What follows belongs to an exercise in optimizing a design on an open flow for small area; a production flow would make more cautious choices. In this exercise RTL edits were held to simulation tests only and were not proved equivalent to the original. Power and IR drop assume default switching activity.

File: flow/run.sh
#!/bin/bash
# synth_recipe.tcl (not shown) runs the flow's synth.tcl, then flattens the netlist and writes it again
# the make line also repeats each setting of config.mk as NAME=value (left out here)
make -C /OpenROAD-flow-scripts/flow DESIGN_CONFIG=/design/flow/config.mk WORK_HOME=/design/flow/orfs CLKGATE_MAP_FILE= SYNTH_SCRIPT=/design/flow/synth_recipe.tcl finish
File: flow/config.mk
export PLATFORM = sky130hd
export DESIGN_NAME = branch_target_buffer
export DESIGN_NICKNAME = branch_target_buffer
export VERILOG_FILES = /design/flow/design.v
export SDC_FILE = /design/flow/constraint.sdc
export NUM_CORES = 4
export LEC_CHECK = 0
export CAP_MARGIN = 20
export CORE_MARGIN = 2
export CORE_UTILIZATION = 40
export SLEW_MARGIN = 20
File: flow/constraint.sdc
create_clock -name core_clock -period 7.0 [get_ports {clk}]
set_input_delay 1.4000 -clock core_clock [delete_from_list [all_inputs] [get_ports {clk}]]
set_output_delay 1.4000 -clock core_clock [all_outputs]
set_load 0.01 [all_outputs]
File: flow/design.v
package branch_target_buffer_pkg;
   localparam int DATA_WIDTH = 32;
   localparam logic [1:0] CTR_SNT = 2'b00;
   localparam logic [1:0] CTR_WNT = 2'b01;
   localparam logic [1:0] CTR_WT  = 2'b10;
   localparam logic [1:0] CTR_ST  = 2'b11;
   typedef struct packed {
      logic                  valid;
      logic [DATA_WIDTH-1:0] tag;
      logic [DATA_WIDTH-1:0] target;
      logic [1:0]            ctr;
   } btb_entry_t;
endpackage
module bpred_sat_counter
(
   input  logic [1:0] ctr,
   input  logic       taken,
   input  logic       force_st,
   output logic [1:0] ctr_next
);
   always_comb begin
      ctr_next = ctr;
      if (force_st) begin
         ctr_next = branch_target_buffer_pkg::CTR_ST;
      end else if (taken) begin
         if (ctr != branch_target_buffer_pkg::CTR_ST) ctr_next = ctr + 2'd1;
      end else begin
         if (ctr != branch_target_buffer_pkg::CTR_SNT) ctr_next = ctr - 2'd1;
      end
   end
endmodule
module branch_target_buffer
#(
   parameter int ENTRIES = 16
) (
   input  logic                  clk,
   input  logic                  rst_n,
   input  logic [branch_target_buffer_pkg::DATA_WIDTH-1:0] pc_i,
   output logic                  hit_o,
   output logic                  pred_taken_o,
   output logic [branch_target_buffer_pkg::DATA_WIDTH-1:0] pred_target_o,
   input  logic                  upd_valid_i,
   input  logic [branch_target_buffer_pkg::DATA_WIDTH-1:0] upd_pc_i,
   input  logic [branch_target_buffer_pkg::DATA_WIDTH-1:0] upd_imm_i,
   input  logic                  upd_taken_i,
   input  logic                  upd_jump_i,
   input  logic                  flush_i
);
   localparam int IDX_W = $clog2(ENTRIES);
   localparam int TAG_W = branch_target_buffer_pkg::DATA_WIDTH - IDX_W - 2;
   logic [ENTRIES-1:0]                                            tbl_valid;
   logic [ENTRIES-1:0][branch_target_buffer_pkg::DATA_WIDTH-1:0] tbl_tag;
   logic [ENTRIES-1:0][branch_target_buffer_pkg::DATA_WIDTH-1:0] tbl_target;
   logic [ENTRIES-1:0][1:0]                                       tbl_ctr;
   logic [IDX_W-1:0]      lk_idx;
   logic [TAG_W-1:0]      lk_tag;
   branch_target_buffer_pkg::btb_entry_t            lk_e;
   logic [IDX_W-1:0]      up_idx;
   logic [TAG_W-1:0]      up_tag;
   branch_target_buffer_pkg::btb_entry_t            up_e;
   logic                  up_hit;
   logic                  up_tk;
   logic [1:0]            ctr_base;
   logic [1:0]            ctr_next;
   logic [branch_target_buffer_pkg::DATA_WIDTH-1:0] up_target;
   assign lk_idx = pc_i[IDX_W+1:2];
   assign lk_tag = pc_i[branch_target_buffer_pkg::DATA_WIDTH-1:IDX_W+2];
   assign lk_e   = {tbl_valid[lk_idx], tbl_tag[lk_idx], tbl_target[lk_idx], tbl_ctr[lk_idx]};
   assign hit_o         = lk_e.valid && (lk_e.tag == {{(IDX_W+2){1'b0}}, lk_tag});
   assign pred_taken_o  = hit_o && lk_e.ctr[1];
   assign pred_target_o = pred_taken_o ? lk_e.target : pc_i + {{(branch_target_buffer_pkg::DATA_WIDTH-3){1'b0}}, 3'd4};
   assign up_idx    = upd_pc_i[IDX_W+1:2];
   assign up_tag    = upd_pc_i[branch_target_buffer_pkg::DATA_WIDTH-1:IDX_W+2];
   assign up_e      = {tbl_valid[up_idx], tbl_tag[up_idx], tbl_target[up_idx], tbl_ctr[up_idx]};
   assign up_hit    = up_e.valid && (up_e.tag == {{(IDX_W+2){1'b0}}, up_tag});
   assign up_tk     = upd_taken_i || upd_jump_i;
   assign up_target = upd_pc_i + upd_imm_i;
   assign ctr_base = up_hit ? up_e.ctr : branch_target_buffer_pkg::CTR_WNT;
   bpred_sat_counter u_ctr (
      .ctr      (ctr_base),
      .taken    (up_tk),
      .force_st (upd_jump_i),
      .ctr_next (ctr_next)
   );
   always_ff @(posedge clk) begin
      if (!rst_n) begin
         for (int i = 0; i < ENTRIES; i++) begin
            tbl_valid[i] <= 1'b0;
            tbl_ctr[i]   <= branch_target_buffer_pkg::CTR_WNT;
         end
      end else if (flush_i) begin
         for (int i = 0; i < ENTRIES; i++) begin
            tbl_valid[i] <= 1'b0;
         end
      end else if (upd_valid_i && (up_hit || up_tk)) begin
         tbl_valid[up_idx] <= 1'b1;
         tbl_tag[up_idx]   <= {{(IDX_W+2){1'b0}}, up_tag};
         tbl_ctr[up_idx]   <= ctr_next;
         if (up_tk) tbl_target[up_idx] <= up_target;
      end
   end
endmodule
==> notes.md <==
## metrics by stage
step	hold WS, ns	worst slack [ns]
after floorplan	0.453	-5.65
after global placement	0.470	0.296
after detailed placement	0.476	0.158
after CTS	0.490	0.167
after global routing	0.512	0.0893
final	0.489	0.205
## power by group through the flow
stage / registers [mW] / logic (mW) / clock network (mW)
floorplan: 7.44 / 1.23 / 0
global placement: 7.42 / 2.00 / 0
detailed placement: 7.43 / 2.03 / 0
CTS: 7.29 / 2.03 / 6.29
global route: 7.31 / 2.18 / 6.54
finish: 7.30 / 2.06 / 6.25
## path summary, 6_finish.rpt
path	startpoint	endpoint	slack, ns
min	tbl_valid[9]	tbl_valid[9]	0.49
max	pc_i[3]	pred_target_o[20]	0.20
min reg2reg	tbl_valid[9]	tbl_valid[9]	0.49
max reg2reg	tbl_tag[476]	tbl_ctr[3]	2.63
## cell families after synthesis
logic type | after synthesis | share of synthesized area
AND/OR/NAND/NOR | 1883 | 0.133
flip-flops | 1072 | 0.538
AO/OA/AOI/OAI | 732 | 0.0739
multiplexers | 673 | 0.197
buffers and inverters | 440 | 0.0309
XOR/XNOR | 129 | 0.0192
adder cells (fa/ha/maj) | 40 | 0.00853
## flip-flops by register name (all words and copies together) (netlist names)
signal and cells:
tbl_valid 16, tbl_tag 512, tbl_ctr 32, tbl_target 512
## cells in the mapped netlist, drive strengths merged (4+ instances only)
cell type	number	area (µm²)
a211oi	38	290
a21o	21	158
a21oi	61	309
a221oi	16	153
a22o	8	70.1
a22oi	5	37.5
a31oi	22	138
a32o	10	100
a41o	4	40.0
and2	109	682
and3	18	113
buf	103	556
clkbuf	315	1180
dfxtp	48	961
edfxtp	1024	30700
ha	37	463
inv	20	75.1
mux2	221	2490
mux2i	84	841
mux4	368	8290
nand2	1505	5650
nand2b	30	188
nand3	38	190
nand4	13	87.6
nor2	67	251
nor2b	32	200
nor3	23	120
nor4	22	138
nor4b	4	35.0
o211ai	4	30.0
o21a	8	60.1
o21ai	457	2290
o21bai	6	45.0
o221a	16	180
o22ai	10	62.6
o31ai	21	158
or3	5	31.3
or4	8	63.8
xnor2	84	736
xor2	45	394
## layer usage
metal | vias up | share of wire | routed length [µm] | GRT usage
li1 | 18500 | - | - | -
met1 | 21700 | 0.41 | 82000 | 0.375
met2 | 2426 | 0.46 | 91900 | 0.406
met3 | 344 | 0.10 | 20500 | 0.0433
met4 | 14 | 0.032 | 6450 | 0.0845
met5 | - | 0.00044 | 89 | 0
## final cells by class
class | count | area, µm²
Fill cell | 13100 | 78800
Sequential cell | 1072 | 31700
Multi-Input combinational cell | 3457 | 25800
Timing Repair Buffer | 349 | 3350
Clock buffer | 136 | 3010
Tap cell | 1917 | 2400
Clock inverter | 83 | 783
Inverter | 22 | 85.1
Antenna cell | 4 | 10.0
## worst max-delay path, stage by stage
cell	delay, ns
buf_8	0.39
buf_12	0.27
buf_12	0.22
nor2b_1	0.07
a211oi_1	0.37
a31oi_1	0.14
xnor2_1	0.27
nand4_1	0.21
a2111oi_4	0.52
nand4_4	0.20
buf_4	0.32
mux2_1	0.37
clkdlybuf4s50_1	0.49
==> results.toml <==
[route]
first_iter_violations = 6069
ant_nets = 0
drtPass1Iterations = 5
via_per_inst = 6.10
drc_errors = 0
routedWlPerCell_um = 28.5
vias = 42900
wl_um = 201000

[synth]
synth-async-reset-ratio = 0
synth_edf_count = 1024
syn_nets = 5109
synthesis.instances = 4969
synth_cell_types = 80
yosys_warnings = 2
synth_area_um2 = 59000
synthFlopType = "edfxtp_1"
syn_area_per_cell_um2 = 11.9
yosysSeqAreaShare = 0.538
ys_ff_latch = 1072

[global_route]
grt_pass1_wl_um = 290000
grt_pass1_vias = 40300
antenna_found_initial = 16
grt.total_usage = 0.262
grt_max_degree = 117
gr-total-overflow = 0

[sta]
finalSetupTns_ns = 0
finClkSkew_ns = 0.0570
fmax_ghz = 0.147
hold_violations = 0
finalCriticalPeriod_ns = 6.80
worst_pin_slew_ns = 1.08
setup_viol = 0
finalMaxSlewViolations = 0
post-route-period-util = 0.971
rsz0062_at_grt = "no"
slew_headroom = 0.281

[outcome]
run_status = "timing/DRC/antenna clean"

[clock_network]
clk_path_buf_depth = 3
path_clk_slew_ns = 0.06
cts_buffers = 117
insertion_delay_ns = 0.77
cts_tree = "yes"
cts_setup_buffers = 0
postCtsHoldBufs = 0
h-tree-depth = 3
cts_num_sinks = 1072
root_buffer = "clkbuf_16"
ctsResizeCount = 0

[setup_path]
worstSetupPathType = "input port to output port"
cp.arrival_ns = 5.40
ff2ff_path_depth = 10
critPathRequiredTime_ns = 5.60
cp-start-kind = "input port"
critPathMaxFanout = 62
end_kind = "output port"

[final_layout]
area_delta_synth_final_pct = 13.8
fin_util = 0.460
drive_gt1_frac = 0.198
instances_no_fill = 7040
mostFrequentLayoutCell = "nand2_1"
fin_area_um2 = 67100
layout.nets = 5159
most-common-layout-cells = "nand2_1, edfxtp_1, o21ai_0"

[pwr]
p_per_area_nw_per_um2 = 232
p_int_mw = 11.4
sequentialPowerShare = 0.468
leakagePower_nw = 24.5
vdd_drop_max_v = 0.000212
clkPwrFrac = 0.400
netSwitchingFraction = 0.267
comb_power_share = 0.132
total_power_mw = 15.6
switchingPower_mw = 4.16

[floorplanning]
die_h_um = 388
start_util = 0.404
die_area_um2 = 150000
ios = 136
rows = 140
core_um2 = 146000
fp.dieW_um = 388

[flow_run]
maxCapViolCount = 0

[place]
dpl_cell_area_um2 = 63300
dp_cells = 6817
dp_hpwl_um = 128000
globalplace.congestion = 0.906
portBuffers = 135

[hold_path]
hold_depth = 1
hold_path.class = "flip-flop to flip-flop"

## what the ideal ports hide
How much do the figures lean on ideal ports? The routed layout below was timed once more, with nothing changed but the port constraints.
Step 1 (the two cells are an assumption about what drives the block):
set clk [get_ports {clk}]
set_driving_cell -lib_cell sky130_fd_sc_hd__clkbuf_16 $clk
set_driving_cell -lib_cell sky130_fd_sc_hd__buf_2 [delete_from_list [all_inputs] $clk]
Step 2 also shifts input and output timing later by t, the mid clock arrival at the registers, as if the neighbouring blocks saw the same clock.
a / b / c = ideal / step 1 / step 2; a / b = the first two.
shift t [ns]: 0.828
setup slack, ns: 0.205 / 0.155 / 0.155
hold WS [ns]: 0.489 / 0.489 / 0.489
worst setup path after step 2: input to output
pins driven straight from the clock port: 1
After both steps this run still meets setup and hold. The setup slack of this run moves by -0.050 ns with the drivers and by -0.050 ns with both steps.
